Background: an optimization exercise with open tools, aiming at small area. Do not read the settings as production practice.
The RTL was checked by simulation tests, not by an equivalence proof against the original design.
Power and IR drop assume default switching activity.

<file path="design.v">
`timescale 1ns/1ns
`default_nettype none
module xgmii_pktgen (
    input  wire logic        Clk,
    input  wire logic        Reset,
    input  wire logic        gen_en,
    input  wire logic [31:0] gen_num,
    input  wire logic [15:0] idle_len,
    input  wire logic [15:0] cfg_len,
    input  wire logic [47:0] cfg_dmac,
    input  wire logic [47:0] cfg_smac,
    input  wire logic [31:0] cfg_dip,
    input  wire logic [31:0] cfg_sip,
    input  wire logic [15:0] cfg_dp,
    input  wire logic [15:0] cfg_sp,
    input  wire logic [6:0]  cfg_mode,
    output logic      [63:0] txd,
    output logic      [7:0]  txc,
    output wire logic        tx_done
);
    logic q_idle, q_pre, q_sof, q_w0, q_w1, q_w2, q_w3, q_w4, q_pay, q_gap;
    logic        fresh;
    logic [31:0] k;
    logic [10:0] ll;
    logic [15:0] cnt;
    logic        eofr;
    logic        termr;
    logic [2:0]  modr;
    logic        c_smac, c_dip;
    logic        eqr;
    logic [31:0] k_inc;
    logic [10:0] ll_inc;
    logic [15:0] cnt_inc;
    logic        start_ok;
    logic        fs;
    logic [10:0] lm1;
    logic        last_next;
    assign cnt_inc  = cnt + 16'd1;
    assign start_ok = gen_en && (fresh || (gen_num == 32'd0) || !eqr);
    assign fs       = q_idle && start_ok;
    assign tx_done  = q_idle && !start_ok;
    assign lm1       = cfg_mode[6] ? ll : (cfg_len[10:0] - 11'd1);
    assign last_next = q_pay && (cnt_inc[7:0] == lm1[10:3]);
    always_ff @(posedge Clk or posedge Reset) begin
        if (Reset) begin
            q_idle <= 1'b1;
            q_pre  <= 1'b0;
            q_sof  <= 1'b0;
            q_w0   <= 1'b0;
            q_w1   <= 1'b0;
            q_w2   <= 1'b0;
            q_w3   <= 1'b0;
            q_w4   <= 1'b0;
            q_pay  <= 1'b0;
            q_gap  <= 1'b0;
            fresh  <= 1'b1;
            eofr   <= 1'b0;
            termr  <= 1'b0;
        end else begin
            eofr  <= last_next;
            termr <= eofr && (modr == 3'd0);
            if (!gen_en) begin
                fresh <= 1'b1;
            end else if (q_pre) begin
                fresh <= 1'b0;
            end
            q_idle <= (q_idle && !start_ok) || (last_next && (idle_len == 16'd0))
                   || (q_gap && (eofr ? (idle_len == 16'd1) : (cnt == idle_len)));
            q_pre  <= fs;
            q_sof  <= q_pre;
            q_w0   <= q_sof;
            q_w1   <= q_w0;
            q_w2   <= q_w1;
            q_w3   <= q_w2;
            q_w4   <= q_w3;
            q_pay  <= q_w4 || (q_pay && !last_next);
            q_gap  <= (last_next && (idle_len != 16'd0))
                   || (q_gap && !(eofr ? (idle_len == 16'd1) : (cnt == idle_len)));
        end
    end
    always_ff @(posedge Clk) begin
        if (q_pre) begin
            k  <= fresh ? 32'd0 : k_inc;
            ll <= (fresh || (ll == 11'd2047)) ? 11'd63 : ll_inc;
        end
        if (last_next) begin
            modr <= lm1[2:0] + 3'd1;
        end
        if (q_sof) begin
            cnt <= 16'd0;
        end else if (q_gap && eofr) begin
            cnt <= 16'd2;
        end else begin
            cnt <= cnt_inc;
        end
    end
    logic s0, s1, s2, s3, s4, sp, si, spl;
    logic [15:0] kH, kL;
    logic [15:0] xH, xM, xL, yH, yM, yL, sH, sM, sL;
    logic        xLM, yLM, xMH, cLM, cMH, cH;
    logic [15:0] xB, yB, sB, oB;
    logic        cB;
    logic [63:0] word;
    assign sp  = q_sof;
    assign si  = q_pre;
    assign s0  = q_w0;
    assign s1  = q_w1;
    assign s2  = q_w2;
    assign s3  = q_w3;
    assign s4  = q_w4;
    assign spl = !(s0 || s1 || s2 || s3 || s4 || sp);
    assign kH  = k[31:16];
    assign kL  = k[15:0];
    always_comb begin
        xH = ({16{s0}} & cfg_dmac[47:32])       | ({16{s1 || sp}} & cfg_smac[31:16])
           | ({16{s2}} & {5'd0, lm1})           | ({16{s4}} & cfg_dip[15:0]);
        xM = ({16{s0}} & cfg_dmac[31:16])       | ({16{s1 || sp}} & cfg_smac[15:0])
           | ({16{s3}} & cfg_sip[31:16])        | ({16{s4}} & cfg_sp)
           | ({16{s2}} & cfg_dip[15:0]);
        xL = ({16{s0}} & cfg_dmac[15:0])        | ({16{s1}} & 16'h0800)
           | ({16{s2}} & 16'h4000)              | ({16{s3}} & cfg_sip[15:0])
           | ({16{s4}} & cfg_dp)                | ({16{sp}} & kL)
           | ({16{si}} & {5'd0, ll});
        yH = ({16{(s1 || sp) && cfg_mode[4]}} & kH) | ({16{s2}} & 16'hFFEF)
           | ({16{s4 && cfg_mode[3]}} & kL)         | ({16{spl}} & kH);
        yM = ({16{s0 && cfg_mode[5]}} & kH)         | ({16{(s1 || sp) && cfg_mode[4]}} & kL)
           | ({16{s3 && cfg_mode[2]}} & kH)         | ({16{s4 && cfg_mode[0]}} & kL)
           | ({16{s2 && cfg_mode[3]}} & kL)         | ({16{spl}} & kL);
        yL = ({16{s0 && cfg_mode[5]}} & kL)         | ({16{s3 && cfg_mode[2]}} & kL)
           | ({16{s4 && cfg_mode[1]}} & kL);
    end
    assign xLM = !(s4 || sp);
    assign yLM = si;
    assign xMH = !(s2 || s3 || s4);
    bk_add #(.N(50), .T(32)) u_add (
        .a  ({xH, xMH, xM, xLM, xL}),
        .b  ({yH, 1'b0, yM, yLM, yL}),
        .ci (si || sp),
        .s  ({sH, cMH, sM, cLM, sL}),
        .co (cH)
    );
    assign xB = ({16{s0}} & cfg_smac[47:32]) | ({16{s3}} & cfg_dip[31:16]);
    assign yB = ((s3 && cfg_mode[3]) || sp) ? kH : 16'd0;
    assign cB = s0 ? c_smac : (s3 ? c_dip : (&kL));
    bk_add #(.N(16), .T(8)) u_addb (
        .a  (xB),
        .b  (yB),
        .ci (cB),
        .s  (sB),
        .co ()
    );
    always_comb begin
        if (s0 || s3)  oB = sB;
        else if (s1)   oB = 16'h4500;
        else if (s2)   oB = 16'h4006;
        else if (s4)   oB = 16'h0004;
        else           oB = cnt;
    end
    assign word   = {sH, sM & {16{!s2}}, sL, oB};
    assign k_inc  = {sH, sM};
    assign ll_inc = sL[10:0];
    always_ff @(posedge Clk) begin
        if (sp) begin
            c_smac <= cH;
            eqr    <= ({sB, sL} == gen_num);
        end
        if (s2) begin
            c_dip  <= cMH;
        end
    end
    always_comb begin
        txd = {8{8'h07}};
        txc = 8'hFF;
        if (q_sof) begin
            txd = {8'hD5, {6{8'h55}}, 8'hFB};
            txc = 8'h01;
        end else if (q_w0 || q_w1 || q_w2 || q_w3 || q_w4 || q_pay || eofr) begin
            txc = 8'h00;
            for (int j = 0; j < 8; j++) begin
                txd[8*j +: 8] = word[63-8*j -: 8];
            end
            if (eofr && (modr != 3'd0)) begin
                txc = 8'hFF << modr;
                for (int j = 0; j < 8; j++) begin
                    if (j == int'(modr)) begin
                        txd[8*j +: 8] = 8'hFD;
                    end else if (j > int'(modr)) begin
                        txd[8*j +: 8] = 8'h07;
                    end
                end
            end
        end else if (termr) begin
            txd = {{7{8'h07}}, 8'hFD};
        end
    end
endmodule
module bk_add #(
    parameter int N = 16,
    parameter int T = 8
) (
    input  wire logic [N-1:0] a,
    input  wire logic [N-1:0] b,
    input  wire logic         ci,
    output logic      [N-1:0] s,
    output logic              co
);
    logic [N-1:0] g, p, gg, pp;
    logic [N:0]   c;
    always_comb begin
        g  = a & b;
        p  = a ^ b;
        gg = g;
        pp = p;
        for (int l = 1; l < N; l = l * 2) begin
            for (int i = 2 * l - 1; i < N; i = i + 2 * l) begin
                gg[i] = gg[i] | (pp[i] & gg[i - l]);
                pp[i] = pp[i] & pp[i - l];
            end
        end
        for (int l = T; l >= 1; l = l / 2) begin
            for (int i = 3 * l - 1; i < N; i = i + 2 * l) begin
                if (((i + 1) % (2 * l)) != 0) begin
                    gg[i] = gg[i] | (pp[i] & gg[i - l]);
                    pp[i] = pp[i] & pp[i - l];
                end
            end
        end
        c[0] = ci;
        for (int i = 0; i < N; i++) begin
            c[i + 1] = gg[i] | (pp[i] & ci);
        end
        s  = p ^ c[N-1:0];
        co = c[N];
    end
endmodule
`default_nettype wire
</file>
<file path="flow/run.sh">
#!/bin/bash
# The standard layout (the standard.sh, ORFS synthesis to final), with
# every input and output port still buffered, but by the smallest buffer
# cell instead of the one buffer_ports picks by default. make's own output
# goes to flow_make.log; each ORFS step logs to orfs/logs/ as usual.
set -euo pipefail
bash standard.sh "BUFFER_PORTS_ARGS=-buffer_cell sky130_fd_sc_hd__buf_1" finish > flow_make.log 2>&1
</file>
<file path="standard.sh">
#!/bin/bash
# synth_recipe.tcl (not shown) runs the flow's synth.tcl, then flattens the netlist and writes it again
# the make line also repeats each setting of config.mk as NAME=value (left out here)
make -C /OpenROAD-flow-scripts/flow DESIGN_CONFIG=/design/flow/config.mk WORK_HOME=/design/flow/orfs CLKGATE_MAP_FILE= SYNTH_SCRIPT=/design/flow/synth_recipe.tcl "${@:-finish}"
</file>
<file path="config.mk">
export PLATFORM = sky130hd
export DESIGN_NAME = xgmii_pktgen
export DESIGN_NICKNAME = xgmii_pktgen
export VERILOG_FILES = /design/flow/design.v
export SDC_FILE = /design/flow/constraint.sdc
export NUM_CORES = 4
export LEC_CHECK = 0
export CAP_MARGIN = 20
export CORE_MARGIN = 2
export CORE_UTILIZATION = 40
export SLEW_MARGIN = 20
</file>
<file path="constraint.sdc">
create_clock -name core_clock -period 6.4 [get_ports {Clk}]
set_input_delay 1.2800 -clock core_clock [delete_from_list [all_inputs] [get_ports {Clk}]]
set_output_delay 1.2800 -clock core_clock [all_outputs]
set_load 0.01 [all_outputs]
</file>
==> results.txt, run 1 <==
* Status: complete, no violations
* Setup TNS at 0 ns
* # H-tree levels at 3
* Post-DP Area at 11,600 um2
* Clock skew at 0.0146 ns
* EDFF count, synth at 49
* Power Density at 111 nW/um2
* Max IR drop VDD at 0.107 mV
* Site row count at 57
* Post-synth top cells: 136 x nor2_1, 108 x nand2_1, 83 x xnor2_1
* Yosys warning total at 3
* Fin. Hold Viols at 0
* WL/cell at 23.1 um
* Drt first-iter violations at 1,230
* Total number of vias at 11,600
* Die Ht at 161 um
* Global route total overflow at 0
* CP endpoint kind: output port
* Reg2Reg Launch Point: q_w3$_DFF_PP0_
* Min-Delay Path Class: reg -> reg
* Cell with the most instances after synthesis: nor2_1
* CP required at 5.12 ns
* Hold_sp: q_pay$_DFF_PP0_
* Synth area leader: edfxtp_1
* Reg-to-reg endpoint: eqr$_DFFE_PP_
* Setup Crit Path Kind: in -> out
* Router iterations before antenna repair at 8
* Synth Net Count at 1,596
* Vias per std cell at 6.06
* Die Area at 25,800 um2
* DP Cell Count at 1,888
* Clock sinks at 78
* Max Cap Viol at 0
* CTS Buffer Depth at 2
* Slew @ Worst Pin at 0.873 ns
* WP data arrival at 4.95 ns
* Leak Pwr at 0.00464 uW
* Max Slew Vio Count at 0
* IO buf count at 333
* Slew headroom at 0.416
* Crit-path max cell delay at 0.38 ns
* Total core area at 24,200 um2
* Design Area, Final at 11,900 um2
* GR Layer Usage met2 at 0.545
* Startpoint types: input pin
* Drt total wl at 44,100 um
* Num CTS Buffers at 9
* Met1 Usage GRT at 0.447
* TritonCTS clock tree: yes
* Layout Cells excl Fill at 1,908
* Yosys top cell area share at 0.150
* Worst path cell trace: buf_1 -> a22o_1 -> a21o_4 -> and2_1 -> ha_1 -> a21oi_1 -> o21a_1 -> o211a_1 -> a31oi_1 -> o21a_1 -> or2_2 -> a21o_1 -> a21oi_1 -> xor2_1 -> o41ai_2 -> buf_4 -> buf_1
* Area grow syn2layout at 21.5%
* Post-route ant nets at 0
* Largest net degree at the start of global routing at 52
* Hold EP: q_pay$_DFF_PP0_
* Top cells by area, synth: edfxtp_1 15%, ha_1 8.5%, xnor2_1 7.4%
* Die Width at 161 um
* R2r setup slk at 1.65 ns
* Top FF cell, synth: edfxtp_1
* FF-to-FF path depth at 16
* GPL Wtd Cong at 0.983
* Crit-path max FO at 16
* Share of cells above drive strength 1 at 0.0752
* First-pass GRT wire length at 64,700 um
* Starting Density at 0.405
* Async set or reset register ratio after synthesis at 0.167
* FMAX at 161 MHz
* Register area share after synthesis at 0.216
* Busiest layer in global routing: met2
* Root buffer cell: clkbuf_16
* Master of the slowest instance on the critical path: xor2_1
* Unique masters post-synth at 85
* M3 GR Usage at 0.0416
* Final Cycle Share at 0.973
* Via count of the first global-routing pass at 10,900
* Post-layout min period at 6.23 ns
* Total GRT Usage at 0.331
* Unrepaired setup endpoints after global routing: no
* Hold Crit Depth at 1
* Synthesized area per cell at 7.79 um2
* Fin nets at 1,912
* Final Setup Violations at 0
* Drt drc at 0
* IO Pins at 339
* Worst-Skew Late Latency at 0.36 ns
* Clk slew on worst S/H paths at 0.07 ns
* Cells after synthesis at 1,261
* Initial antenna violation count at 2
* Post-synthesis cell area at 9830 um2
* DP HPWL at 36,200 um
* CTS hold repair buffers at 0
* #FFs+latches synth at 78
## per-stage QoR
step	power [uW]	utilization	hold WS [ns]	worst slack, ns
after floorplan	643	-	0.367	0.483
after global placement	749	0.476	0.524	0.126
after detailed placement	752	0.476	0.528	0.0120
after CTS	1320	0.490	0.543	0.00407
after global routing	1360	0.492	0.573	0.0283
final	1320	0.492	0.551	0.172
## report_power, final
part | switching (uW) | internal [uW] | total, uW
Clock | 235 | 343 | 578
Combinational | 104 | 82.6 | 187
Sequential | 19.5 | 539 | 558
## state kept, by name, summed over array words and instances (netlist names), 3 cells and up
signal	flops
modr	3
k	32
ll	11
cnt	16
## worst max path at each step
stage / start / to / cells past startpoint
after global routing: cfg_mode[4] / txd[1] / 19
final: cfg_mode[5] / txd[30] / 17
after floorplan: cfg_mode[5] / txd[7] / 16
after CTS: cfg_mode[5] / txd[30] / 17
after global placement: cfg_mode[5] / txd[30] / 17
after detailed placement: cfg_mode[5] / txd[30] / 17
## layer usage
metal,share of wire,wire (um)
met2,0.46,20300
met4,0.033,1450
met1,0.42,18500
met3,0.088,3890
met5,0,0
## kinds of logic (layout without fill, tap and decap cells)
logic type	after synthesis	count (layout)	share of synthesized area
muxes	4	4	0.00420
DFF	78	78	0.216
buffers and inverters	115	436	0.0456
and+or+nand+nor	477	477	0.241
xor gates and xnor gates	129	129	0.115
adders and majority gates	69	69	0.0894
other	0	2	0
AOI/OAI and AO/OA	389	389	0.289
## placed cells by master (no fill, tap or decap), types with 9 or more instances in the layout
master,instances
a222oi_1,29
a21oi_1,70
nor4_1,25
o21a_1,9
or3_1,10
a21o_1,22
nand2b_1,12
edfxtp_1,49
nand4_1,27
clkbuf_16,9
a221o_1,15
a22o_1,36
inv_1,33
xor2_1,46
a22oi_1,53
o21ai_0,56
ha_1,67
buf_4,52
nand3_1,41
or2_2,9
dfxtp_1,16
xnor2_1,83
nor2_1,136
a21oi_2,10
buf_1,333
nor2b_1,23
nor3_1,26
nand2_1,108
a31oi_1,12
and2_1,25
## layout make-up
cell class / instances / area [um2]
diodes: 2 / 5.00
clock buffers: 11 / 233
clock inverters: 5 / 83.8
fillers: 2551 / 12300
inverters: 34 / 128
multi-input cells: 1068 / 7310
flip-flops and latches: 78 / 2130
well taps: 324 / 405
repair buffers: 386 / 1650
## critical path, delay by kind of cell
kind | cells | cell delay, ns
buffers and inverters | 3 | 0.37
xor gates and xnor gates | 1 | 0.38
and+or+nand+nor | 2 | 0.49
AOI/OAI and AO/OA | 10 | 2.06
adders and majority gates | 1 | 0.35
## repair_timing
item / in CTS / in global routing
setup endpoints to repair: 2 / 18
buffers inserted: 0 / 2
pin swaps: 0 / 1
resized for setup: 1 / 13
==> inputs of run 2 (changes only) <==
--- a/config.mk
+++ b/config.mk
@@ -8,4 +8,6 @@
 export CAP_MARGIN = 20
 export CORE_MARGIN = 2
 export CORE_UTILIZATION = 40
+export CTS_BUF_LIST = sky130_fd_sc_hd__clkbuf_8
+export CTS_CLUSTER_SIZE = 25
 export SLEW_MARGIN = 20
==> run 2 against run 1 <==
Worst setup slack better by 0.034 ns. Fmax is 0.55% higher. Critical path depth shrank 1. Largest cell class unchanged. Highest routed layer unchanged. Total power shrank 11%. Largest power group is now registers. Final cell count is essentially flat.
==> results.txt, run 2 <==
* Synth Net Count at 1,596 (unchanged)
* Area grow syn2layout at 20.5% (was 21.5%)
* Max Cap Viol at 0 (unchanged)
* Status: complete, no violations (unchanged)
* R2r setup slk at 1.67 ns (was 1.65 ns)
* EDFF count, synth at 49 (unchanged)
* Total GRT Usage at 0.329 (was 0.331)
* Filler cells at 2,564 (was 2,551)
* Fin nets at 1,911 (was 1,912)
* Largest register FFs at 32 (unchanged)
* CTS hold repair buffers at 0 (unchanged)
* DP HPWL at 36,200 um (unchanged)
* Post-synth top cells: 136 x nor2_1, 108 x nand2_1, 83 x xnor2_1 (unchanged)
* Site row count at 57 (unchanged)
* Vias per std cell at 6.08 (was 6.06)
* Top cells by area, synth: edfxtp_1 15%, ha_1 8.5%, xnor2_1 7.4% (unchanged)
* Leak Pwr at 0.00460 uW (was 0.00464 uW)
* Synth area leader: edfxtp_1 (unchanged)
* Worst-Skew Late Latency at 0.38 ns (was 0.36 ns)
* Unrepaired setup endpoints after global routing: no (unchanged)
* Total core area at 24,200 um2 (unchanged)
* Die Width at 161 um (unchanged)
* Drt drc at 0 (unchanged)
* Post-route ant nets at 0 (unchanged)
* Cells after synthesis at 1,261 (unchanged)
* Setup TNS at 0 ns (unchanged)
* Top FF cell, synth: edfxtp_1 (unchanged)
* Yosys warning total at 3 (unchanged)
* CP endpoint kind: output port (unchanged)
* #FFs+latches synth at 78 (unchanged)
* # H-tree levels at 3 (unchanged)
* Slew headroom at 0.415 (was 0.416)
* Clk slew on worst S/H paths at 0.10 ns (was 0.07 ns)
* Post-synthesis xor/xnor area fraction at 0.115 (unchanged)
* Async set or reset register ratio after synthesis at 0.167 (unchanged)
* Total number of vias at 11,600 (about the same)
* Most frequent cells in the layout: 333 x buf_1, 136 x nor2_1, 108 x nand2_1 (unchanged)
* Max IR drop VDD at 0.0815 mV (was 0.107 mV)
* Storage cell area at 2130 um2 (unchanged)
* Num CTS Buffers at 9 (unchanged)
* Hold_ws at 0.558 ns (was 0.551 ns)
* WP data arrival at 4.91 ns (was 4.95 ns)
* Crit-path max FO at 32 (was 16)
* Global route total overflow at 0 (unchanged)
* Mux contribution to synthesized area at 0.00420 (unchanged)
* WL/cell at 23.1 um (about the same)
* Post-synthesis cell area at 9830 um2 (unchanged)
* Setup Crit Path Kind: reg -> out (was in -> out)
* CP required at 5.12 ns (about the same)
* Max Slew Vio Count at 0 (unchanged)
* Starting Density at 0.405 (unchanged)
* Main combinational cell family by area after synthesis: compound AO/OA/AOI/OAI gates (unchanged)
* Via count of the first global-routing pass at 10,900 (about the same)
* Clock sinks at 78 (unchanged)
* Largest registers: k (32), cnt (16), ll (11) (unchanged)
* Share of cells above drive strength 1 at 0.0734 (was 0.0752)
* GPL Wtd Cong at 0.983 (unchanged)
* Router iterations before antenna repair at 6 (was 8)
* Die Ht at 161 um (unchanged)
* First-pass GRT wire length at 64,300 um (was 64,700 um)
* Die Area at 25,800 um2 (unchanged)
* Synthesized area per cell at 7.79 um2 (unchanged)
* Power Density at 99.3 nW/um2 (was 111 nW/um2)
* Final Cycle Share at 0.968 (was 0.973)
* IO Pins at 339 (unchanged)
* Initial antenna violation count at 2 (unchanged)
* Startpoint types: flip-flop (was input pin)
* Drt total wl at 44,100 um (about the same)
* Slew @ Worst Pin at 0.874 ns (was 0.873 ns)
* Synth Area in Simple Gates at 0.241 (unchanged)
* Compound-Gate Fraction of Synth Area at 0.289 (unchanged)
* CTS Buffer Depth at 2 (unchanged)
* Drt first-iter violations at 1,202 (was 1,230)
* Min-Delay Path Class: reg -> reg (unchanged)
* Final Setup Violations at 0 (unchanged)
* Root buffer cell: clkbuf_8 (was clkbuf_16)
* Largest net degree at the start of global routing at 52 (unchanged)
* Unique masters post-synth at 85 (unchanged)
* Clock skew at 0.0229 ns (was 0.0146 ns)
* Register area share after synthesis at 0.216 (unchanged)
* Fin. Hold Viols at 0 (unchanged)
* Cell with the most instances after synthesis: nor2_1 (unchanged)
* Largest register by flop count: k (unchanged)
* Adder-cell share of the synthesized area at 0.0894 (unchanged)
* IO buf count at 333 (unchanged)
* TritonCTS clock tree: yes (unchanged)
* Yosys top cell area share at 0.150 (unchanged)
* FMAX at 161 MHz (about the same)
* Multi-input gate area at 7330 um2 (was 7310 um2)
* Leading cell type in the layout, fill and taps excluded: buf_1 (unchanged)
* Post-layout min period at 6.19 ns (was 6.23 ns)
## run 2: changes by cell type in the layout (fill, tap and decap cells not counted)
cell,before,now
clkbuf_16,9,0
clkbuf_8,0,9
clkbuf_1,2,0
inv_1,33,35
a21oi_1,70,71
a21oi_2,10,9
a221o_1,15,16
buf_2,1,0
buf_4,52,51
nor2b_1,23,24
nor2b_2,1,0
o21ai_1,5,4
o21ai_4,0,1
## run 2: cells by family after synthesis
group	Yosys count
flip-flops	78
adder cells (fa/ha/maj)	69
XOR/XNOR	129
multiplexers	4
buffers and inverters	115
AO/OA/AOI/OAI	389
AND/OR/NAND/NOR	477
## run 2: layout make-up
class / instances / share of cell area
sequential: 78 / 0.180
clock buffer: 9 / 0.0105
multi-input combinational: 1069 / 0.619
clock inverter: 7 / 0.00772
timing repair buffer: 384 / 0.138
antenna: 2 / 0.000423
tap: 324 / 0.0342
inverter: 34 / 0.0108
## run 2: path summary, 6_finish.rpt
check                           startpoint              end  cells past startpoint
min in group asynchronous            Reset  q_gap$_DFF_PP0_                      2
min reg2reg                q_pay$_DFF_PP0_  q_pay$_DFF_PP0_                      1
max reg2reg                 q_w3$_DFF_PP0_    eqr$_DFFE_PP_                     16
max                         q_w1$_DFF_PP0_          txd[15]                     16
max in group asynchronous            Reset   q_w0$_DFF_PP0_                      2
min                        q_pay$_DFF_PP0_  q_pay$_DFF_PP0_                      1
## run 2: critical path, stage by stage (launching register included)
cell and delay, ns:
dfrtp_1 0.45, or2_2 0.33, buf_4 0.25, a222oi_1 0.56, o21ai_0 0.29, ha_1 0.42, nor4b_1 0.43, and3_1 0.25
and3_1 0.18, a221oi_2 0.08, buf_4 0.17, o31a_1 0.31, nor2b_1 0.15, nor2_1 0.07, xor2_1 0.15, a21oi_1 0.24
buf_1 0.18
## run 2: per-stage QoR
stage / utilization / setup WS (ns) / instances / total power [uW] / area (um2)
after floorplan: - / 0.483 / 1261 / 643 / 9830
after global placement: 0.476 / 0.126 / 1888 / 749 / 11600
after CTS: 0.485 / 0.00407 / 1904 / 1170 / 11800
after global routing: 0.488 / 0.0207 / 1907 / 1210 / 11800
after detailed placement: 0.476 / 0.0120 / 1888 / 752 / 11600
final: 0.488 / 0.207 / 1907 / 1180 / 11800
## run 2: timing repair
item | in CTS | in global routing
endpoints found under the setup margin | 2 | 17
resized for setup | 1 | 13
pin swaps | 0 | 2
gates cloned | 0 | 1
setup buffers | 0 | 0
## run 2: layer usage
metal | GRT usage | vias up | wire (um)
li1 | - | 5399 | -
met1 | 0.447 | 5455 | 18500
met2 | 0.543 | 654 | 20100
met3 | 0.0367 | 81 | 3870
met4 | 0.114 | 0 | 1550
met5 | 0 | - | 0
## run 2: power by group
part           switching (uW)  total, uW  internal, uW
Sequential               20.5        559           538
Clock                     211        429           218
Combinational             105        187          82.6
Total                     337       1180           839
==> inputs of run 3 (changes only) <==
--- a/design.v
+++ b/design.v
@@ -127,7 +127,7 @@
            | ({16{s3 && cfg_mode[2]}} & kH)         | ({16{s4 && cfg_mode[0]}} & kL)
            | ({16{s2 && cfg_mode[3]}} & kL)         | ({16{spl}} & kL);
         yL = ({16{s0 && cfg_mode[5]}} & kL)         | ({16{s3 && cfg_mode[2]}} & kL)
-           | ({16{s4 && cfg_mode[1]}} & kL);
+           | ({16{s4 && cfg_mode[1]}} & kL)         | ({16{sp}} & ~gen_num[15:0]);
     end
     assign xLM = !(s4 || sp);
     assign yLM = si;
@@ -139,8 +139,9 @@
         .s  ({sH, cMH, sM, cLM, sL}),
         .co (cH)
     );
-    assign xB = ({16{s0}} & cfg_smac[47:32]) | ({16{s3}} & cfg_dip[31:16]);
-    assign yB = ((s3 && cfg_mode[3]) || sp) ? kH : 16'd0;
+    assign xB = ({16{s0}} & cfg_smac[47:32]) | ({16{s3}} & cfg_dip[31:16])
+              | ({16{sp}} & kH);
+    assign yB = ({16{s3 && cfg_mode[3]}} & kH) | ({16{sp}} & ~gen_num[31:16]);
     assign cB = s0 ? c_smac : (s3 ? c_dip : (&kL));
     bk_add #(.N(16), .T(8)) u_addb (
         .a  (xB),
@@ -162,7 +163,7 @@
     always_ff @(posedge Clk) begin
         if (sp) begin
             c_smac <= cH;
-            eqr    <= ({sB, sL} == gen_num);
+            eqr    <= (&sB) && (&sL);
         end
         if (s2) begin
             c_dip  <= cMH;
==> run 3 against run 2 <==
Still clean. Register-to-register slack got worse by 0.34 ns. Fmax rose by 0.18%. Design area fell by 3.0%. Wire length fell by 4.3%. Critical path depth rose by 2. Combinational power fell by 18%. Flip-flop and latch count did not move. Synthesized cell count rose by 0.48%. Via count rose by 0.25%. Clock skew barely moved. Worst setup slack improved by 0.011 ns. Critical path type is now in -> out. Critical endpoint is now txd[13]. Largest cell class unchanged.
==> results.txt, run 3 <==
* Status: complete, no violations (unchanged)
* Filler cells at 2,483 (was 2,564)
* Worst-Skew Late Latency at 0.39 ns (was 0.38 ns)
* Post-synth top cells: 154 x nand2_1, 129 x nor2_1, 103 x o21ai_0 (was 136 x nor2_1, 108 x nand2_1, 83 x xnor2_1)
* Initial antenna violation count at 0 (was 2)
* TritonCTS clock tree: yes (unchanged)
* Die Ht at 158 um (was 161 um)
* Clk slew on worst S/H paths at 0.10 ns (about the same)
* Num CTS Buffers at 9 (unchanged)
* Vias per std cell at 6.12 (was 6.08)
* # diodes at 0 (was 2)
* Unique masters post-synth at 72 (was 85)
* Startpoint types: input pin (was flip-flop)
* IO Pins at 339 (unchanged)
* CP endpoint kind: output port (unchanged)
* Main combinational cell family by area after synthesis: compound AO/OA/AOI/OAI gates (unchanged)
* Yosys top cell area share at 0.155 (was 0.150)
* Fin nets at 1,908 (was 1,911)
* Largest register FFs at 32 (unchanged)
* Total GRT Usage at 0.323 (was 0.329)
* Die Area at 25,000 um2 (was 25,800 um2)
* Fin. Hold Viols at 0 (unchanged)
* Crit-path max cell delay at 0.39 ns (was 0.56 ns)
* Compound-Gate Fraction of Synth Area at 0.302 (was 0.289)
* Most frequent cells in the layout: 333 x buf_1, 154 x nand2_1, 128 x nor2_1 (was 333 x buf_1, 136 x nor2_1, 108 x nand2_1)
* Final Cycle Share at 0.966 (was 0.968)
* #FFs+latches synth at 78 (unchanged)
* Leading cell type in the layout, fill and taps excluded: buf_1 (unchanged)
* Post-layout min period at 6.18 ns (was 6.19 ns)
* Max Slew Vio Count at 0 (unchanged)
* Async set or reset register ratio after synthesis at 0.167 (unchanged)
* Adder-cell share of the synthesized area at 0.0923 (was 0.0894)
* DP HPWL at 33,800 um (was 36,200 um)
* GPL Wtd Cong at 0.957 (was 0.983)
* Cells after synthesis at 1,267 (was 1,261)
* Largest registers: k (32), cnt (16), ll (11) (unchanged)
* IO buf count at 333 (unchanged)
* Register area share after synthesis at 0.223 (was 0.216)
* Family with the most delay on the worst path: compound AO/OA/AOI/OAI gates (unchanged)
* Setup Crit Path Kind: in -> out (was reg -> out)
* Largest register by flop count: k (unchanged)
* Final Setup Violations at 0 (unchanged)
* Synth Area in Simple Gates at 0.236 (was 0.241)
* WL/cell at 22.2 um (was 23.1 um)
* Unrepaired setup endpoints after global routing: no (unchanged)
* Total number of vias at 11,600 (about the same)
* Post-route ant nets at 0 (unchanged)
* Synth Net Count at 1,602 (was 1,596)
* First-pass GRT wire length at 60,700 um (was 64,300 um)
* Met1 Usage GRT at 0.453 (was 0.447)
* Busiest layer in global routing: met2 (unchanged)
* Share of cells above drive strength 1 at 0.0634 (was 0.0734)
* Post-DP Area at 11,200 um2 (was 11,600 um2)
* CTS Buffer Depth at 2 (unchanged)
* Min-Delay Path Class: reg -> reg (unchanged)
* Bufs and invs on worst path at 3 (unchanged)
* Cell with the most instances after synthesis: nand2_1 (was nor2_1)
* Via count of the first global-routing pass at 10,300 (was 10,900)
* Slew @ Worst Pin at 0.968 ns (was 0.874 ns)
* Post-synthesis xor/xnor area fraction at 0.0902 (was 0.115)
* Largest net degree at the start of global routing at 70 (was 52)
* Total core area at 23,400 um2 (was 24,200 um2)
* Die Width at 158 um (was 161 um)
* FMAX at 162 MHz (was 161 MHz)
* Global route total overflow at 0 (unchanged)
* Top FF cell, synth: edfxtp_1 (unchanged)
* Worst path cell trace: buf_1 -> nand2_1 -> o21ai_1 -> a221o_1 -> buf_4 -> a22o_1 -> ha_1 -> a21oi_1 -> o21bai_1 -> a221oi_2 -> o221ai_2 -> a211o_2 -> a21oi_2 -> o21bai_1 -> a21o_1 -> xnor2_1 -> a21oi_1 -> buf_1 (was or2_2 -> buf_4 -> a222oi_1 -> o21ai_0 -> ha_1 -> nor4b_1 -> and3_1 -> and3_1 -> a221oi_2 -> buf_4 -> o31a_1 -> nor2b_1 -> nor2_1 -> xor2_1 -> a21oi_1 -> buf_1)
* # H-tree levels at 3 (unchanged)
* Clock sinks at 78 (unchanged)
* Starting Density at 0.407 (was 0.405)
* Drt first-iter violations at 1,562 (was 1,202)
* Post-synthesis cell area at 9510 um2 (was 9830 um2)
* CTS hold repair buffers at 0 (unchanged)
* Synthesized area per cell at 7.51 um2 (was 7.79 um2)
* Area grow syn2layout at 20.7% (was 20.5%)
* Setup TNS at 0 ns (unchanged)
* Power Density at 96.0 nW/um2 (was 99.3 nW/um2)
* Max IR drop VDD at 0.0743 mV (was 0.0815 mV)
* Site row count at 56 (was 57)
* Slew headroom at 0.350 (was 0.415)
* Leak Pwr at 0.00449 uW (was 0.00460 uW)
* Mux contribution to synthesized area at 0.00434 (was 0.00420)
* Post-CTS Setup Repair Bufs at 0 (unchanged)
* EDFF count, synth at 49 (unchanged)
* Max Cap Viol at 0 (unchanged)
* Clock skew at 0.0229 ns (about the same)
* Crit-path max FO at 13 (was 32)
* Dpl ws at 0.121 ns (was 0.0120 ns)
* Root buffer cell: clkbuf_8 (unchanged)
* CP required at 5.12 ns (about the same)
* Final setup slack of the worst path at 0.218 ns (was 0.207 ns)
* Drt drc at 0 (unchanged)
* Yosys warning total at 3 (unchanged)
* WP data arrival at 4.90 ns (was 4.91 ns)
* Synth area leader: edfxtp_1 (unchanged)
* M3 GR Usage at 0.0337 (was 0.0367)
* Master of the slowest instance on the critical path: a211o_2 (was a222oi_1)
* Router iterations before antenna repair at 9 (was 6)
* Drt total wl at 42,100 um (was 44,100 um)
* Top cells by area, synth: edfxtp_1 15%, ha_1 8.8%, nand2_1 6.1% (was edfxtp_1 15%, ha_1 8.5%, xnor2_1 7.4%)
* GR Layer Usage met2 at 0.516 (was 0.543)
* Design Area, Final at 11,500 um2 (was 11,800 um2)
-- run 3: changes by cell type after synthesis, sizes merged, moves of 17 or more --
cell | previous run | this run
xnor2 | 83 | 55
nor2b | 25 | 6
a22o | 36 | 19
o21ai | 64 | 115
nand2 | 108 | 154
-- run 3: through the flow --
step           cells  power [uW]   util  hold slack (ns)
2_1_floorplan   1267         622      -            0.374
3_3_place_gp    1881         718  0.478            0.508
3_5_place_dp    1881         720  0.478            0.516
4_1_cts         1897        1100  0.486            0.536
5_1_grt         1897        1140  0.491            0.572
6_report        1897        1100  0.491            0.547
-- run 3: tightest hold or removal path, delay by kind of cell (launching register included) --
family             cells  cell delay, ns
DFF                    1            0.38
AOI/OAI and AO/OA      2            0.14
-- run 3: cell families after synthesis --
logic type                 count (synthesis)
and+or+nand+nor                          471
AOI/OAI and AO/OA                        418
buffers and inverters                    129
xor gates and xnor gates                  98
DFF                                       78
adders and majority gates                 69
muxes                                      4
-- run 3: final timing paths --
check | slack (ns) | from | cells past startpoint | endpoint
hold / removal | 0.55 | q_gap$_DFF_PP0_ | 2 | q_idle$_DFF_PP1_
hold reg to reg | 0.55 | q_gap$_DFF_PP0_ | 2 | q_idle$_DFF_PP1_
setup / recovery | 0.22 | cfg_mode[4] | 18 | txd[13]
max in group asynchronous | 5.11 | Reset | 2 | q_sof$_DFF_PP0_
setup reg to reg | 1.33 | q_w0$_DFF_PP0_ | 17 | eqr$_DFFE_PP_
min in group asynchronous | 0.90 | Reset | 2 | q_pre$_DFF_PP0_
-- run 3: where the power goes --
part           leakage, uW  switching (uW)  internal (uW)
clock network     0.000104             207            182
registers         0.000831            21.3            538
logic              0.00356            81.8           72.1
total              0.00449             310            792
-- run 3: layout make-up --
cell class	count	area, um2	area share
repair buffers	376	1590	0.139
clock buffers	9	124	0.0108
inverters	48	180	0.0157
multi-input cells	1060	6990	0.609
clock inverters	7	71.3	0.00621
well taps	319	399	0.0348
flip-flops and latches	78	2130	0.185
-- run 3: layer usage --
layer / part of all wire / up-vias
met5: 0 / -
met4: 0.034 / 0
met3: 0.092 / 82
met2: 0.45 / 696
met1: 0.42 / 5442
li1: - / 5398
-- run 3: what timing repair did --
| action | CTS | global route |
|---|---|---|
| endpoints found under the hold margin | 0 | 0 |
| resized for setup | 0 | 22 |
| setup endpoints to repair | 0 | 23 |
==> inputs of run 4 (changes only) <==
--- a/config.mk
+++ b/config.mk
@@ -7,7 +7,8 @@
 export LEC_CHECK = 0
 export CAP_MARGIN = 20
 export CORE_MARGIN = 2
-export CORE_UTILIZATION = 40
+export CORE_UTILIZATION = 60
 export CTS_BUF_LIST = sky130_fd_sc_hd__clkbuf_8
 export CTS_CLUSTER_SIZE = 25
+export PLACE_DENSITY = 0.72
 export SLEW_MARGIN = 20
==> run 4 against run 3 <==
Final cell count down 5.7%. Fmax down 1.2%. Via count up 1.4%. Die area down 33%. Synthesized cell count unchanged. Global-route usage up 11 points. Clock skew down 0.0048 ns. Critical path type unchanged. Critical endpoint is now txd[0]. Highest routed layer unchanged.
==> results.txt, run 4 <==
* TritonCTS clock tree: yes (unchanged)
* Drt total wl at 38,100 um (was 42,100 um)
* Slew headroom at 0.317 (was 0.350)
* Router iterations before antenna repair at 8 (was 9)
* Top cells by area, synth: edfxtp_1 15%, ha_1 8.8%, nand2_1 6.1% (unchanged)
* Crit-path max FO at 16 (was 13)
* Met2 wire length at 16,900 um (was 19,100 um)
* Largest registers: k (32), cnt (16), ll (11) (unchanged)
* Area grow syn2layout at 18.4% (was 20.7%)
* Unique masters post-synth at 72 (unchanged)
* Leading cell type in the layout, fill and taps excluded: buf_1 (unchanged)
* Starting Density at 0.606 (was 0.407)
* DP HPWL at 30,400 um (was 33,800 um)
* IO buf count at 333 (unchanged)
* Setup TNS at 0 ns (unchanged)
* Total GRT Usage at 0.431 (was 0.323)
* WL/cell at 21.3 um (was 22.2 um)
* Storage cell area at 2130 um2 (unchanged)
* EDFF count, synth at 49 (unchanged)
* WP data arrival at 4.98 ns (was 4.90 ns)
* Root buffer cell: clkbuf_8 (unchanged)
* Worst-Skew Late Latency at 0.40 ns (was 0.39 ns)
* Status: complete, no violations (unchanged)
* Psw at 327 uW (was 310 uW)
* Filler cells at 1,377 (was 2,483)
* Total core area at 15,700 um2 (was 23,400 um2)
* First-pass GRT wire length at 55,400 um (was 60,700 um)
* Die Ht at 130 um (was 158 um)
* Site row count at 46 (was 56)
* Initial antenna violation count at 0 (unchanged)
* Post-synthesis cell area at 9510 um2 (unchanged)
* Pint at 764 uW (was 792 uW)
* Clk slew on worst S/H paths at 0.10 ns (about the same)
* Post-layout min period at 6.26 ns (was 6.18 ns)
* Fin nets at 1,903 (was 1,908)
* Async set or reset register ratio after synthesis at 0.167 (unchanged)
* # diodes at 0 (unchanged)
* Max Cap Viol at 0 (unchanged)
* Slew @ Worst Pin at 1.02 ns (was 0.968 ns)
* Drt drc at 0 (unchanged)
* Min-Delay Path Class: reg -> reg (unchanged)
* Post-DP Area at 11,000 um2 (was 11,200 um2)
* CTS hold repair buffers at 0 (unchanged)
* Synth area leader: edfxtp_1 (unchanged)
* Most frequent cells in the layout: 333 x buf_1, 154 x nand2_1, 127 x nor2_1 (was 333 x buf_1, 154 x nand2_1, 128 x nor2_1)
* Num CTS Buffers at 9 (unchanged)
* Total number of vias at 11,800 (was 11,600)
* IO Pins at 339 (unchanged)
* Clk pwr share at 0.353 (about the same)
* CP required at 5.12 ns (about the same)
* Clock skew at 0.0182 ns (was 0.0229 ns)
* Vias per std cell at 6.59 (was 6.12)
* Register area share after synthesis at 0.223 (unchanged)
* Largest register FFs at 32 (unchanged)
* Sw Ratio at 0.300 (was 0.282)
* Top FF cell, synth: edfxtp_1 (unchanged)
* Met1 wire length at 14,700 um (was 17,800 um)
* Combinational fraction of design power at 0.137 (was 0.140)
* Clock sinks at 78 (unchanged)
* Die Area at 16,900 um2 (was 25,000 um2)
* Multi-input gate area at 6960 um2 (was 6990 um2)
* Largest register by flop count: k (unchanged)
* Share of cells above drive strength 1 at 0.0572 (was 0.0634)
* Via count of the first global-routing pass at 10,100 (was 10,300)
* Synth Net Count at 1,602 (unchanged)
* Largest net degree at the start of global routing at 69 (was 70)
* Setup Crit Path Kind: in -> out (unchanged)
* Yosys warning total at 3 (unchanged)
* Global route total overflow at 0 (unchanged)
* Drt first-iter violations at 1,750 (was 1,562)
* Synthesized area per cell at 7.51 um2 (unchanged)
* Top sig layer: met4 (unchanged)
* Design Area, Final at 11,300 um2 (was 11,500 um2)
* Cells after synthesis at 1,267 (unchanged)
* Yosys top cell area share at 0.155 (unchanged)
* #FFs+latches synth at 78 (unchanged)
* Startpoint types: input pin (unchanged)
* FMAX at 160 MHz (was 162 MHz)
* Fin. Hold Viols at 0 (unchanged)
* # H-tree levels at 3 (unchanged)
* Unrepaired setup endpoints after global routing: no (unchanged)
* DR WL met3 at 4840 um (was 3860 um)
* Max Slew Vio Count at 0 (unchanged)
* Leak Pwr at 0.00444 uW (was 0.00449 uW)
* Die Width at 130 um (was 158 um)
* Max IR drop VDD at 0.0960 mV (was 0.0743 mV)
* CTS Buffer Depth at 2 (unchanged)
* Final Setup Violations at 0 (unchanged)
* Cell with the most instances after synthesis: nand2_1 (unchanged)
* Post-synth top cells: 154 x nand2_1, 129 x nor2_1, 103 x o21ai_0 (unchanged)
* Power Density at 96.9 nW/um2 (was 96.0 nW/um2)
* GPL Wtd Cong at 1.01 (was 0.957)
* Post-route ant nets at 0 (unchanged)
* Final Cycle Share at 0.978 (was 0.966)
* Seq pwr share at 0.511 (was 0.508)
* CP endpoint kind: output port (unchanged)
[run 4: power groups by stage]
stage / combinational, uW / sequential [uW] / clock [uW]
floorplan: 63.2 / 559 / 0
global placement: 142 / 568 / 0
detailed placement: 144 / 568 / 0
CTS: 145 / 557 / 381
global route: 164 / 560 / 401
finish: 149 / 557 / 385
[run 4: metrics by stage]
step | power, uW | setup slack, ns | instances | hold WS [ns] | utilization
after floorplan | 622 | 0.437 | 1267 | 0.374 | -
after global placement | 709 | 0.194 | 1772 | 0.508 | 0.700
after detailed placement | 712 | 0.113 | 1772 | 0.513 | 0.700
after CTS | 1080 | 0.0862 | 1788 | 0.537 | 0.712
after global routing | 1120 | 0.0180 | 1789 | 0.560 | 0.717
final | 1090 | 0.140 | 1789 | 0.544 | 0.717
[run 4: worst paths after layout]
| kind | from | end | slack, ns | cells after the start |
|---|---|---|---|---|
| min in group asynchronous | Reset | q_pre$_DFF_PP0_ | 0.88 | 2 |
| max in group asynchronous | Reset | q_w0$_DFF_PP0_ | 5.14 | 2 |
| worst max register to register | q_w3$_DFF_PP0_ | eqr$_DFFE_PP_ | 1.23 | 15 |
| worst min-delay path | q_gap$_DFF_PP0_ | q_idle$_DFF_PP1_ | 0.54 | 2 |
| worst max-delay path | cfg_mode[5] | txd[0] | 0.14 | 17 |
| worst min register to register | q_gap$_DFF_PP0_ | q_idle$_DFF_PP1_ | 0.54 | 2 |
[run 4: final cells by class]
cell class                      count  share of cell area
Multi-Input combinational cell   1060               0.618
Sequential cell                    78               0.189
Timing Repair Buffer              371               0.136
Tap cell                          216              0.0240
Inverter                           48              0.0160
Clock buffer                        9              0.0110
Clock inverter                      7             0.00611
[run 4: kinds of logic (layout without fill, tap and decap cells)]
kind of cell / after synthesis / in the layout / share of synthesized area
XOR/XNOR: 98 / 98 / 0.0902
buffers and inverters: 129 / 435 / 0.0526
multiplexers: 4 / 4 / 0.00434
AO/OA/AOI/OAI: 418 / 418 / 0.302
flip-flops: 78 / 78 / 0.223
adder cells (fa/ha/maj): 69 / 69 / 0.0923
AND/OR/NAND/NOR: 471 / 471 / 0.236
[run 4: layer usage]
| metal | vias to the layer above | GRT usage |
|---|---|---|
| met4 | 0 | 0.199 |
| met1 | 5381 | 0.585 |
| met5 | - | 0 |
| li1 | 5392 | - |
| met2 | 884 | 0.664 |
| met3 | 129 | 0.0861 |
[run 4: timing repair]
item | in CTS | in global routing
endpoints found under the setup margin | 0 | 11
setup buffers | 0 | 1
resized for setup | 0 | 15
[run 4: worst max-delay path, cell delays in order]
cell	delay, ns
buf_1	0.10
a22o_1	0.32
buf_4	0.22
a22o_1	0.28
ha_1	0.37
a21oi_2	0.21
o21ai_0	0.13
a221oi_2	0.34
o221ai_2	0.15
a211o_1	0.42
a31oi_2	0.23
buf_4	0.15
o21bai_1	0.09
a21o_1	0.20
xnor2_1	0.21
nand2_1	0.14
buf_1	0.15
==> inputs of run 5 (changes only) <==
--- a/design.v
+++ b/design.v
@@ -83,9 +83,7 @@
             k  <= fresh ? 32'd0 : k_inc;
             ll <= (fresh || (ll == 11'd2047)) ? 11'd63 : ll_inc;
         end
-        if (last_next) begin
-            modr <= lm1[2:0] + 3'd1;
-        end
+        modr <= lm1[2:0] + 3'd1;
         if (q_sof) begin
             cnt <= 16'd0;
         end else if (q_gap && eofr) begin
@@ -162,12 +160,10 @@
     assign ll_inc = sL[10:0];
     always_ff @(posedge Clk) begin
         if (sp) begin
-            c_smac <= cH;
             eqr    <= (&sB) && (&sL);
         end
-        if (s2) begin
-            c_dip  <= cMH;
-        end
+        c_smac <= cH;
+        c_dip  <= cMH;
     end
     always_comb begin
         txd = {8{8'h07}};
==> flow/run.sh (replaced) <==
#!/bin/bash
# The standard layout (the standard.sh, ORFS synthesis to final), with
# two ORFS options set: every input and output port is still buffered, but
# by the smallest buffer cell instead of the one buffer_ports picks by
# default; and after global routing, gates off the critical paths are
# downsized (ORFS's RECOVER_POWER step). make's own output goes to
# flow_make.log; each ORFS step logs to orfs/logs/ as usual.
set -euo pipefail
bash standard.sh "BUFFER_PORTS_ARGS=-buffer_cell sky130_fd_sc_hd__buf_1" "RECOVER_POWER=100" finish > flow_make.log 2>&1
==> run 5 against run 4 <==
Worst setup slack worse by 0.050 ns. Clock skew decreased by 0.0064 ns. Critical path type unchanged. Largest cell class unchanged. Largest power group unchanged. Area after synthesis decreased by 0.29%. Still clean on timing, DRC and antenna. Wire length increased by 8.1%. Via count grew 4.3%.
==> results.txt, run 5 <==
* Via count of the first global-routing pass at 10,900 (was 10,100)
* Cell with the most instances after synthesis: nand2_1 (unchanged)
* Hold_sp: cnt[12]$_SDFF_PP0_ (was q_gap$_DFF_PP0_)
* Area grow syn2layout at 19.3% (was 18.4%)
* R2r setup slk at 1.61 ns (was 1.23 ns)
* Max IR drop VDD at 0.178 mV (was 0.0960 mV)
* Total core area at 15,300 um2 (was 15,700 um2)
* # H-tree levels at 3 (unchanged)
* Fin util at 0.739 (was 0.717)
* Router iterations before antenna repair at 10 (was 8)
* Cells after synthesis at 1,267 (unchanged)
* Drt total wl at 41,200 um (was 38,100 um)
* IO buf count at 333 (unchanged)
* Compound-Gate Fraction of Synth Area at 0.310 (was 0.302)
* Initial antenna violation count at 0 (unchanged)
* Adder-cell share of the synthesized area at 0.0926 (was 0.0923)
* Num CTS Buffers at 9 (unchanged)
* Combinational fraction of design power at 0.381 (was 0.137)
* Drt first-iter violations at 1,951 (was 1,750)
* IO Pins at 339 (unchanged)
* Unrepaired setup endpoints after global routing: yes (was no)
* Max Cap Viol at 0 (unchanged)
* Clk slew on worst S/H paths at 0.09 ns (was 0.10 ns)
* CTS Buffer Depth at 2 (unchanged)
* Largest registers: k (32), cnt (16), ll (11) (unchanged)
* DP HPWL at 32,400 um (was 30,400 um)
* Post-synthesis xor/xnor area fraction at 0.0896 (was 0.0902)
* Synth area leader: edfxtp_1 (unchanged)
* Total GRT Usage at 0.467 (was 0.431)
* Final Setup Violations at 0 (unchanged)
* Mux contribution to synthesized area at 0.00317 (was 0.00434)
* Synth Net Count at 1,602 (unchanged)
* Die Area at 16,800 um2 (was 16,900 um2)
* Synthesized area per cell at 7.49 um2 (was 7.51 um2)
* Clock skew at 0.0118 ns (was 0.0182 ns)
* Top FF cell, synth: edfxtp_1 (unchanged)
* Root buffer cell: clkbuf_8 (unchanged)
* Register area share after synthesis at 0.218 (was 0.223)
* Drt drc at 0 (unchanged)
* FF-to-FF path depth at 16 (was 15)
* Setup Crit Path Kind: in -> out (unchanged)
* CP endpoint kind: output port (unchanged)
* Synth Area in Simple Gates at 0.235 (was 0.236)
* FMAX at 158 MHz (was 160 MHz)
* Post-synthesis cell area at 9490 um2 (was 9510 um2)
* Post-DP Area at 11,000 um2 (about the same)
* Crit-path max FO at 13 (was 16)
* Final Total Pwr at 1590 uW (was 1090 uW)
* Post-layout min period at 6.31 ns (was 6.26 ns)
* Die Ht at 130 um (about the same)
* # diodes at 0 (unchanged)
* Power Density at 141 nW/um2 (was 96.9 nW/um2)
* Global route total overflow at 0 (unchanged)
* Unique masters post-synth at 73 (was 72)
* Leading cell type in the layout, fill and taps excluded: buf_1 (unchanged)
* Post-synth top cells: 158 x nand2_1, 119 x nor2_1, 106 x o21ai_0 (was 154 x nand2_1, 129 x nor2_1, 103 x o21ai_0)
* Status: complete, no violations (unchanged)
* Psw at 668 uW (was 327 uW)
* CTS hold repair buffers at 0 (unchanged)
* Async set or reset register ratio after synthesis at 0.167 (unchanged)
* Setup TNS at 0 ns (unchanged)
* Filler cells at 1,260 (was 1,377)
* CP required at 5.12 ns (about the same)
* Starting Density at 0.619 (was 0.606)
* Seq pwr share at 0.391 (was 0.511)
* Vias per std cell at 6.84 (was 6.59)
* Most frequent cells in the layout: 333 x buf_1, 158 x nand2_1, 119 x nor2_1 (was 333 x buf_1, 154 x nand2_1, 127 x nor2_1)
* Largest net degree at the start of global routing at 71 (was 69)
* WP data arrival at 5.03 ns (was 4.98 ns)
* Worst-Skew Late Latency at 0.39 ns (was 0.40 ns)
* Total number of vias at 12,300 (was 11,800)
* Share of cells above drive strength 1 at 0.0631 (was 0.0572)
* Hold EP: cnt[12]$_SDFF_PP0_ (was q_idle$_DFF_PP1_)
* Sw Ratio at 0.419 (was 0.300)
* Fin nets at 1,915 (was 1,903)
* Main combinational cell family by area after synthesis: compound AO/OA/AOI/OAI gates (unchanged)
* Hold Crit Depth at 2 (unchanged)
* Slew headroom at 0.283 (was 0.317)
* Max Slew Vio Count at 0 (unchanged)
* Final Cycle Share at 0.986 (was 0.978)
* Startpoint types: input pin (unchanged)
* Leak Pwr at 0.00469 uW (was 0.00444 uW)
* Yosys warning total at 3 (unchanged)
* Slew @ Worst Pin at 1.07 ns (was 1.02 ns)
* TritonCTS clock tree: yes (unchanged)
* Clk pwr share at 0.228 (was 0.353)
* Design Area, Final at 11,300 um2 (about the same)
* Post-route ant nets at 0 (unchanged)
* Pint at 924 uW (was 764 uW)
* Reg-to-reg endpoint: eqr$_DFFE_PP_ (unchanged)
* Min-Delay Path Class: reg -> reg (unchanged)
* Crit-path max cell delay at 0.42 ns (about the same)
* Fin. Hold Viols at 0 (unchanged)
* Worst path cell trace: buf_1 -> a22o_1 -> a21o_2 -> buf_4 -> nand2_1 -> o21ai_0 -> ha_1 -> nand4_1 -> inv_1 -> a221oi_2 -> buf_4 -> a31oi_1 -> o211ai_1 -> nor2b_1 -> nand2b_1 -> xor2_1 -> nand3_1 -> buf_1 (was buf_1 -> a22o_1 -> buf_4 -> a22o_1 -> ha_1 -> a21oi_2 -> o21ai_0 -> a221oi_2 -> o221ai_2 -> a211o_1 -> a31oi_2 -> buf_4 -> o21bai_1 -> a21o_1 -> xnor2_1 -> nand2_1 -> buf_1)
* EDFF count, synth at 44 (was 49)
* GPL Wtd Cong at 1.08 (was 1.01)
* Top cells by area, synth: edfxtp_1 14%, ha_1 8.8%, nand2_1 6.3% (was edfxtp_1 15%, ha_1 8.8%, nand2_1 6.1%)
* Reg2Reg Launch Point: q_w3$_DFF_PP0_ (unchanged)
* #FFs+latches synth at 78 (unchanged)
* Site row count at 45 (was 46)
* Master of the slowest instance on the critical path: ha_1 (was a211o_1)
* Largest register by flop count: k (unchanged)
* First-pass GRT wire length at 59,200 um (was 55,400 um)
* Clock sinks at 78 (unchanged)
* Die Width at 130 um (about the same)
* Yosys top cell area share at 0.139 (was 0.155)
* WL/cell at 22.9 um (was 21.3 um)
* Largest register FFs at 32 (unchanged)
-- run 5: changes by cell type after synthesis, moves of 6 or more --
cell and delta:
nand4_1 +6, nand3_1 -8, a21oi_1 +11, nor2_1 -10, o21ai_1 -10
-- run 5: power by group through the flow --
stage                     logic, uW  clock network [uW]  registers (uW)
after floorplan                 344                   0             594
after global routing            648                 379             626
after global placement          574                   0             626
after detailed placement        584                   0             628
after CTS                       587                 361             618
final                           606                 364             622
-- run 5: worst max path at each step --
| stage | cells past startpoint | startpoint | endpoint |
|---|---|---|---|
| after floorplan | 16 | cfg_mode[5] | txd[30] |
| after global placement | 15 | cfg_mode[3] | txd[13] |
| after detailed placement | 15 | cfg_mode[3] | txd[13] |
| after CTS | 18 | q_w0$_DFF_PP0_ | txd[13] |
| after global routing | 18 | cfg_mode[5] | txd[7] |
| final | 18 | cfg_mode[5] | txd[8] |
-- run 5: logic make-up after synthesis --
kind of cell               after synthesis
AOI/OAI and AO/OA                      427
xor gates and xnor gates                97
adders and majority gates               69
buffers and inverters                  130
DFF                                     78
muxes                                    3
and+or+nand+nor                        463
-- run 5: worst max-delay path, delay by kind of cell --
family,cells,cell delay [ns]
and+or+nand+nor,5,0.84
adders and majority gates,1,0.42
AOI/OAI and AO/OA,6,1.54
buffers and inverters,5,0.68
xor gates and xnor gates,1,0.26
-- run 5: what timing repair did --
| action | CTS | global route |
|---|---|---|
| gates cloned | 0 | 1 |
| pin swaps | 0 | 4 |
| endpoints found under the setup margin | 6 | 29 |
| buffers inserted | 0 | 5 |
| gates resized for setup | 1 | 13 |
-- run 5: layout make-up --
class	count	area [um2]	area share
clock inverter	7	55.1	0.00487
multi-input combinational	1060	7000	0.618
clock buffer	9	124	0.0109
timing repair buffer	378	1600	0.141
tap	211	264	0.0233
sequential	78	2080	0.183
inverter	53	199	0.0176
-- run 5: stage by stage --
stage,worst slack [ns],hold slack (ns),instances
after floorplan,0.456,0.365,1267
after global placement,0.135,0.491,1774
after detailed placement,-0.00988,0.503,1774
after CTS,0.0272,0.515,1790
after global routing,-0.0751,0.534,1796
final,0.0898,0.517,1796
-- run 5: layer usage --
metal | share of wire | track usage | up-vias
met5 | 0 | 0 | -
met4 | 0.071 | 0.293 | 0
met3 | 0.14 | 0.104 | 222
met2 | 0.45 | 0.748 | 1078
met1 | 0.35 | 0.570 | 5570
li1 | - | - | 5422
==> inputs of run 6 (changes only) <==
--- a/design.v
+++ b/design.v
@@ -97,7 +97,7 @@
     logic [15:0] xH, xM, xL, yH, yM, yL, sH, sM, sL;
     logic        xLM, yLM, xMH, cLM, cMH, cH;
     logic [15:0] xB, yB, sB, oB;
-    logic        cB;
+    logic        cB, cBo;
     logic [63:0] word;
     assign sp  = q_sof;
     assign si  = q_pre;
@@ -113,8 +113,7 @@
         xH = ({16{s0}} & cfg_dmac[47:32])       | ({16{s1 || sp}} & cfg_smac[31:16])
            | ({16{s2}} & {5'd0, lm1})           | ({16{s4}} & cfg_dip[15:0]);
         xM = ({16{s0}} & cfg_dmac[31:16])       | ({16{s1 || sp}} & cfg_smac[15:0])
-           | ({16{s3}} & cfg_sip[31:16])        | ({16{s4}} & cfg_sp)
-           | ({16{s2}} & cfg_dip[15:0]);
+           | ({16{s3}} & cfg_sip[31:16])        | ({16{s4}} & cfg_sp);
         xL = ({16{s0}} & cfg_dmac[15:0])        | ({16{s1}} & 16'h0800)
            | ({16{s2}} & 16'h4000)              | ({16{s3}} & cfg_sip[15:0])
            | ({16{s4}} & cfg_dp)                | ({16{sp}} & kL)
@@ -123,7 +122,7 @@
            | ({16{s4 && cfg_mode[3]}} & kL)         | ({16{spl}} & kH);
         yM = ({16{s0 && cfg_mode[5]}} & kH)         | ({16{(s1 || sp) && cfg_mode[4]}} & kL)
            | ({16{s3 && cfg_mode[2]}} & kH)         | ({16{s4 && cfg_mode[0]}} & kL)
-           | ({16{s2 && cfg_mode[3]}} & kL)         | ({16{spl}} & kL);
+           | ({16{spl}} & kL);
         yL = ({16{s0 && cfg_mode[5]}} & kL)         | ({16{s3 && cfg_mode[2]}} & kL)
            | ({16{s4 && cfg_mode[1]}} & kL)         | ({16{sp}} & ~gen_num[15:0]);
     end
@@ -138,15 +137,16 @@
         .co (cH)
     );
     assign xB = ({16{s0}} & cfg_smac[47:32]) | ({16{s3}} & cfg_dip[31:16])
-              | ({16{sp}} & kH);
-    assign yB = ({16{s3 && cfg_mode[3]}} & kH) | ({16{sp}} & ~gen_num[31:16]);
-    assign cB = s0 ? c_smac : (s3 ? c_dip : (&kL));
+              | ({16{sp}} & kH)              | ({16{s2}} & cfg_dip[15:0]);
+    assign yB = ({16{s3 && cfg_mode[3]}} & kH) | ({16{sp}} & ~gen_num[31:16])
+              | ({16{s2 && cfg_mode[3]}} & kL);
+    assign cB = s0 ? c_smac : (s3 ? c_dip : (sp && (&kL)));
     bk_add #(.N(16), .T(8)) u_addb (
         .a  (xB),
         .b  (yB),
         .ci (cB),
         .s  (sB),
-        .co ()
+        .co (cBo)
     );
     always_comb begin
         if (s0 || s3)  oB = sB;
@@ -155,7 +155,7 @@
         else if (s4)   oB = 16'h0004;
         else           oB = cnt;
     end
-    assign word   = {sH, sM & {16{!s2}}, sL, oB};
+    assign word   = {sH, sM, sL, oB};
     assign k_inc  = {sH, sM};
     assign ll_inc = sL[10:0];
     always_ff @(posedge Clk) begin
@@ -163,7 +163,7 @@
             eqr    <= (&sB) && (&sL);
         end
         c_smac <= cH;
-        c_dip  <= cMH;
+        c_dip  <= cBo;
     end
     always_comb begin
         txd = {8{8'h07}};
==> flow/run.sh (replaced) <==
#!/bin/bash
# The standard layout (the standard.sh, ORFS synthesis to final), with
# every input and output port still buffered, but by the smallest buffer
# cell instead of the one buffer_ports picks by default. make's own output
# goes to flow_make.log; each ORFS step logs to orfs/logs/ as usual.
set -euo pipefail
bash standard.sh "BUFFER_PORTS_ARGS=-buffer_cell sky130_fd_sc_hd__buf_1" finish > flow_make.log 2>&1
==> run 6 against run 5 <==
Still clean on timing, DRC and antenna. Core utilization is 0.97 points lower. Critical path depth is 1 lower. Final cell count is 0.33% lower. Combinational power is 53% higher. Largest cell class unchanged.
==> results.txt, run 6 <==
* Slew headroom at 0.470 (was 0.283)
* Post-synth top cells: 194 x nand2_1, 143 x nor2_1, 98 x o21ai_0 (was 158 x nand2_1, 119 x nor2_1, 106 x o21ai_0)
* Max Cap Viol at 0 (unchanged)
* Starting Density at 0.620 (was 0.619)
* Die Area at 16,800 um2 (about the same)
* TritonCTS clock tree: yes (unchanged)
* Filler cells at 1,366 (was 1,260)
* Synthesized area per cell at 7.46 um2 (was 7.49 um2)
* Min-Delay Path Class: reg -> reg (unchanged)
* CTS hold repair buffers at 0 (unchanged)
* Family with the most delay on the worst path: compound AO/OA/AOI/OAI gates (unchanged)
* Slew @ Worst Pin at 0.792 ns (was 1.07 ns)
* Cells after synthesis at 1,272 (was 1,267)
* IO buf count at 333 (unchanged)
* Crit-path max cell delay at 0.44 ns (was 0.42 ns)
* Leading cell type in the layout, fill and taps excluded: buf_1 (unchanged)
* Most used cell, CP: a21oi_1
* Cell with the most instances after synthesis: nand2_1 (unchanged)
* # H-tree levels at 3 (unchanged)
* Top FF cell, synth: edfxtp_1 (unchanged)
* IO Pins at 339 (unchanged)
* Worst-Skew Late Latency at 0.40 ns (was 0.39 ns)
* Largest registers: k (32), cnt (16), ll (11) (unchanged)
* Vias per std cell at 6.72 (was 6.84)
* Reg2Reg Launch Point: q_w0$_DFF_PP0_ (was q_w3$_DFF_PP0_)
* Post-route ant nets at 0 (unchanged)
* Fin util at 0.729 (was 0.739)
* FMAX at 160 MHz (was 158 MHz)
* Final setup slack of the worst path at 0.165 ns (was 0.0898 ns)
* EDFF count, synth at 44 (unchanged)
* First-pass GRT wire length at 56,700 um (was 59,200 um)
* Hold_sp: q_w1$_DFF_PP0_ (was cnt[12]$_SDFF_PP0_)
* Most frequent cells in the layout: 333 x buf_1, 194 x nand2_1, 142 x nor2_1 (was 333 x buf_1, 158 x nand2_1, 119 x nor2_1)
* Max Slew Vio Count at 0 (unchanged)
* Final Cycle Share at 0.974 (was 0.986)
* Die Ht at 130 um (about the same)
* Initial antenna violation count at 2 (was 0)
* CP required at 5.12 ns (about the same)
* Clock sinks at 78 (unchanged)
* Site row count at 45 (unchanged)
* Dpl ws at 0.182 ns (was -0.00988 ns)
* Leak Pwr at 0.00470 uW (was 0.00469 uW)
* Synth area leader: edfxtp_1 (unchanged)
* Fin nets at 1,907 (was 1,915)
* Post-synthesis cell area at 9490 um2 (about the same)
* Num CTS Buffers at 9 (unchanged)
* Register area share after synthesis at 0.218 (about the same)
* Crit-path max FO at 16 (was 13)
* Die Width at 130 um (about the same)
* FF-to-FF path depth at 17 (was 16)
* R2r setup slk at 1.46 ns (was 1.61 ns)
* CTS Buffer Depth at 2 (unchanged)
* Unique masters post-synth at 82 (was 73)
* Total number of vias at 12,000 (was 12,300)
* Largest register by flop count: k (unchanged)
* Global route total overflow at 0 (unchanged)
* WP data arrival at 4.95 ns (was 5.03 ns)
* Hold Crit Depth at 0 (was 2)
* DP HPWL at 30,400 um (was 32,400 um)
* Drt drc at 0 (unchanged)
* Via count of the first global-routing pass at 10,500 (was 10,900)
* Status: complete, no violations (unchanged)
* Power Density at 183 nW/um2 (was 141 nW/um2)
* Setup Crit Path Kind: in -> out (unchanged)
* Post-layout min period at 6.23 ns (was 6.31 ns)
* CP endpoint kind: output port (unchanged)
* Top cells by area, synth: edfxtp_1 14%, ha_1 9.0%, nand2_1 7.7% (was edfxtp_1 14%, ha_1 8.8%, nand2_1 6.3%)
* Clock skew at 0.0112 ns (was 0.0118 ns)
* Levels on crit path at 17 (was 18)
* DP Cell Count at 1,770 (was 1,774)
* GPL Wtd Cong at 1.02 (was 1.08)
* Max IR drop VDD at 0.140 mV (was 0.178 mV)
* Multi-input gate area at 7040 um2 (was 7000 um2)
* Area grow syn2layout at 17.6% (was 19.3%)
* Worst path cell trace: buf_1 -> a22o_1 -> a21o_2 -> nand2_1 -> o21ai_0 -> ha_1 -> a21oi_1 -> o21ai_0 -> a22oi_1 -> a21oi_1 -> o21ai_2 -> o21ai_4 -> a221o_2 -> a21oi_1 -> mux2i_1 -> o21bai_1 -> buf_1 (was buf_1 -> a22o_1 -> a21o_2 -> buf_4 -> nand2_1 -> o21ai_0 -> ha_1 -> nand4_1 -> inv_1 -> a221oi_2 -> buf_4 -> a31oi_1 -> o211ai_1 -> nor2b_1 -> nand2b_1 -> xor2_1 -> nand3_1 -> buf_1)
* #FFs+latches synth at 78 (unchanged)
* Yosys top cell area share at 0.139 (about the same)
* Synth Net Count at 1,608 (was 1,602)
* Async set or reset register ratio after synthesis at 0.167 (unchanged)
* Storage cell area at 2080 um2 (unchanged)
* Largest net degree at the start of global routing at 70 (was 71)
* Clk slew on worst S/H paths at 0.10 ns (was 0.09 ns)
* Total core area at 15,300 um2 (unchanged)
* Router iterations before antenna repair at 8 (was 10)
* Largest register FFs at 32 (unchanged)
* Bufs and invs on worst path at 2 (was 5)
* Hold EP: q_w2$_DFF_PP0_ (was cnt[12]$_SDFF_PP0_)
* Reg-to-reg endpoint: eqr$_DFFE_PP_ (unchanged)
* Drt first-iter violations at 1,628 (was 1,951)
* WL/cell at 21.8 um (was 22.9 um)
* Yosys warning total at 3 (unchanged)
* Root buffer cell: clkbuf_8 (unchanged)
* Startpoint types: input pin (unchanged)
* Fin. Hold Viols at 0 (unchanged)
* Master of the slowest instance on the critical path: a221o_2 (was ha_1)
* Share of cells above drive strength 1 at 0.0546 (was 0.0631)
* Total GRT Usage at 0.443 (was 0.467)
* Layout Cells excl Fill at 1,790 (was 1,796)
* Final Setup Violations at 0 (unchanged)
* Drt total wl at 39,000 um (was 41,200 um)
## run 6: cell types whose count changed in the layout (fill, tap and decap cells not counted), sizes merged, moves of 7 or more
cell	previous run	this run
nor2	119	143
xnor2	58	50
a22oi	53	67
nand3	34	21
a21oi	84	74
nand2	159	194
and4	8	1
a21o	11	22
buf	378	361
inv	58	38
## run 6: how the worst max path moves through the flow
stage	startpoint	to	slack [ns]
after floorplan	cfg_mode[5]	txd[6]	0.61
after global placement	cfg_mode[4]	txd[6]	0.25
after detailed placement	cfg_mode[4]	txd[7]	0.18
after CTS	q_w0$_DFF_PP0_	txd[7]	0.09
after global routing	cfg_mode[5]	txd[7]	-0.03
final	cfg_mode[5]	txd[7]	0.17
## run 6: logic make-up (layout without fill, tap and decap cells)
kind of cell	count (synthesis)	in the layout	synth area share
fa+ha+maj	70	70	0.0939
xor+xnor	85	85	0.0784
simple gates	507	507	0.250
other cells	0	3	0
compound gates	423	423	0.311
flops	78	78	0.218
mux	5	5	0.00527
buf+inv	104	408	0.0430
## run 6: final cells by class
cell class                 instances  area share
antenna                            3    0.000672
tap                              211      0.0236
timing repair buffer             361       0.131
multi-input combinational       1090       0.631
clock inverter                     7     0.00616
inverter                          31      0.0104
clock buffer                       9      0.0111
sequential                        78       0.186
## run 6: what timing repair did
| action | 4_1_cts | 5_1_grt |
|---|---|---|
| setup endpoints to repair | 2 | 15 |
| buffers inserted | 0 | 1 |
| gates resized for setup | 1 | 8 |
## run 6: power breakdown
group / total (uW) / switching, uW / internal [uW]
Sequential: 715 / 132 / 583
Clock: 403 / 248 / 155
Combinational: 930 / 581 / 349
## run 6: routing by layer
metal	part of all wire	vias to the layer above	global-route usage
met2	0.44	977	0.700
met5	0	-	0
met3	0.14	157	0.114
met1	0.36	5477	0.559
li1	-	5421	-
met4	0.055	0	0.233
## run 6: metrics by stage
| stage | hold slack [ns] | area [um2] | TNS, ns | power [uW] |
|---|---|---|---|---|
| 2_1_floorplan | 0.371 | 9490 | 0 | 1240 |
| 3_3_place_gp | 0.508 | 10900 | 0 | 1600 |
| 3_5_place_dp | 0.511 | 10900 | 0 | 1620 |
| 4_1_cts | 0.530 | 11100 | 0 | 2010 |
| 5_1_grt | 0.565 | 11200 | -0.0276 | 2140 |
| 6_report | 0.552 | 11200 | 0 | 2050 |

Check on run 6: ideal ports give 0.165 ns setup slack; a clkbuf_16 on the clock port and buf_2 on the inputs give 0.142 ns; moving port delays by the midpoint clock arrival (0.440 ns) as well gives 0.142 ns.
